This design comes from an exercise in tuning for small area on the open sky130 flow, not from production work. Only simulation tests tie the RTL to the original design; equivalence was not proved. Power figures rest on the tool's default switching activity, not on a simulated workload.

Setup of north:
// esc_top
module esc_top #(
  parameter int tick_div = 64,
  parameter int debounce = 3
) (
  input  logic                              clk,
  input  logic                              reset,
  input  logic [esc_pkg::axil_addr_w-1:0]   awaddr,
  input  logic                              awvalid,
  output logic                              awready,
  input  logic [esc_pkg::axil_data_w-1:0]   wdata,
  input  logic [esc_pkg::axil_data_w/8-1:0] wstrb,
  input  logic                              wvalid,
  output logic                              wready,
  output logic [1:0]                        bresp,
  output logic                              bvalid,
  input  logic                              bready,
  input  logic [esc_pkg::axil_addr_w-1:0]   araddr,
  input  logic                              arvalid,
  output logic                              arready,
  output logic [esc_pkg::axil_data_w-1:0]   rdata,
  output logic [1:0]                        rresp,
  output logic                              rvalid,
  input  logic                              rready,
  input  logic                              encoder_a,
  input  logic                              encoder_b,
  input  logic                              pwm_en,
  output logic                              motor_positive,
  output logic                              motor_negative
);
Size: ~2100 cells after synthesis, ~110 I/O pins, about 18000 sq um of cells after synthesis.
Settings: LEC_CHECK=0, ABC_AREA=1, CAP_MARGIN=20, CORE_MARGIN=2, CORE_UTILIZATION=75, PLACE_DENSITY=0.85, SLEW_MARGIN=20, SYNTH_HIERARCHICAL=1; clock period 20.0 ns.
standard.sh (not shown) runs the stock make flow with config.mk's settings and CLKGATE_MAP_FILE= SYNTH_SCRIPT=/design/flow/synth_recipe.tcl, a recipe that flattens the netlist after the stock synthesis.
==> flow/flow/run.sh <==
#!/bin/bash
# Layout flow: the standard flow (standard.sh, unchanged synthesis),
# with two settings passed to ORFS's make:
#  - the input and output port buffers are sky130_fd_sc_hd__buf_1 (the
#    standard flow's buffer_ports picks a larger delay buffer);
#  - clock tree synthesis without dummy loads, with its own buffer list and
#    sink clustering (the standard flow's CTS_ARGS replaces ORFS's default arguments).
# Each tool's full output is in the ORFS logs under orfs/logs/, and make's
# output in flow_make.log in this folder.
set -euo pipefail
cd "$(dirname "$0")/.."
bash standard.sh \
  "BUFFER_PORTS_ARGS=-buffer_cell sky130_fd_sc_hd__buf_1" \
  "CTS_ARGS=-sink_clustering_enable -repair_clock_nets -dont_use_dummy_load -buf_list sky130_fd_sc_hd__clkbuf_4 -sink_clustering_size 10 -sink_clustering_max_diameter 50" \
  finish > flow_make.log 2>&1
Modified inputs, south compared to north
--- a/flow/flow/run.sh
+++ b/flow/flow/run.sh
@@ -12,4 +12,4 @@
 bash standard.sh \
   "BUFFER_PORTS_ARGS=-buffer_cell sky130_fd_sc_hd__buf_1" \
-  "CTS_ARGS=-sink_clustering_enable -repair_clock_nets -dont_use_dummy_load -buf_list sky130_fd_sc_hd__clkbuf_4 -sink_clustering_size 10 -sink_clustering_max_diameter 50" \
+  "CTS_ARGS=-sink_clustering_enable -repair_clock_nets -dont_use_dummy_load -buf_list sky130_fd_sc_hd__clkbuf_8 -sink_clustering_size 15 -sink_clustering_max_diameter 60" \
   finish > flow_make.log 2>&1
--- a/flow/config.mk
+++ b/flow/config.mk
@@ -9,6 +9,5 @@
 export CAP_MARGIN = 20
 export CORE_MARGIN = 2
-export CORE_UTILIZATION = 75
-export PLACE_DENSITY = 0.85
+export CORE_UTILIZATION = 40
 export SLEW_MARGIN = 20
 export SYNTH_HIERARCHICAL = 1
==> comparison <==
Having completed the whole flow, south delivered a layout that passed the timing, DRC and antenna checks.
Every stage of the flow completed for north, and the final layout passed the timing, DRC and antenna checks.
Switching share of total power essentially unchanged between south and north.
As far as aggregate negative setup slack goes, north and south are indistinguishable; the numbers are identical.
From north to south the numbers moved as follows: global-route usage moved down; worst hold slack after final layout moved down.
south against north: actual transition at the worst max-transition pin has increased; unique cell type count in the Yosys netlist essentially unchanged; total leakage power increased by 0.52% relative to the old numbers; setup slack went down by 430 ps; via count now sits lower.
south vs north — number of buffers created by CTS dropped by more than a quarter
Looking only at power density over cell area, and setting everything else aside, the higher value of north and south goes to south.
#### Input delta (east over south)
--- a/flow/flow/run.sh
+++ b/flow/flow/run.sh
@@ -12,4 +12,4 @@
 bash standard.sh \
   "BUFFER_PORTS_ARGS=-buffer_cell sky130_fd_sc_hd__buf_1" \
-  "CTS_ARGS=-sink_clustering_enable -repair_clock_nets -dont_use_dummy_load -buf_list sky130_fd_sc_hd__clkbuf_8 -sink_clustering_size 15 -sink_clustering_max_diameter 60" \
+  "CTS_ARGS=-sink_clustering_enable -repair_clock_nets -dont_use_dummy_load -buf_list sky130_fd_sc_hd__clkbuf_4 -sink_clustering_size 10 -sink_clustering_max_diameter 50" \
   finish > flow_make.log 2>&1
--- a/flow/config.mk
+++ b/flow/config.mk
@@ -9,5 +9,6 @@
 export CAP_MARGIN = 20
 export CORE_MARGIN = 2
-export CORE_UTILIZATION = 40
+export CORE_UTILIZATION = 65
+export PLACE_DENSITY = 0.75
 export SLEW_MARGIN = 20
 export SYNTH_HIERARCHICAL = 1
- Compared with south, in east worst setup slack now larger, fraction of area in clock buffers and inverters down 0.39 points, proportion of cell area occupied by registers went up by 0.63 points.

[afterwards: timing with drivers on the ports]
The results above use ideal ports. As a check the final layouts listed here were re-extracted and re-timed, cells and wires unchanged.
Step 1 assumes that a clkbuf_16 drives the clock port and a buf_2 every other input.
Step 2 times the ports against the registers' clock, not the clock port: input delays grow and output delays shrink by t, the midpoint of the rising clock arrivals with the driver on.
Slacks: ideal / step 1 / step 2; pairs: ideal / step 1.
run | shift t [ns] | setup WS [ns] | worst hold slack (ns) | latest minus earliest clock arrival (ns)
north | 0.678 | 1.687 / 1.687 / 1.687 | 0.336 / 0.336 / 0.336 | 0.092 / 0.092
south | 0.641 | 1.253 / 1.253 / 1.253 | 0.298 / 0.298 / 0.298 | 0.050 / 0.051
east | 0.680 | 1.517 / 1.517 / 1.517 | 0.338 / 0.338 / 0.338 | 0.108 / 0.108
After both steps setup and hold are still met in every run listed.
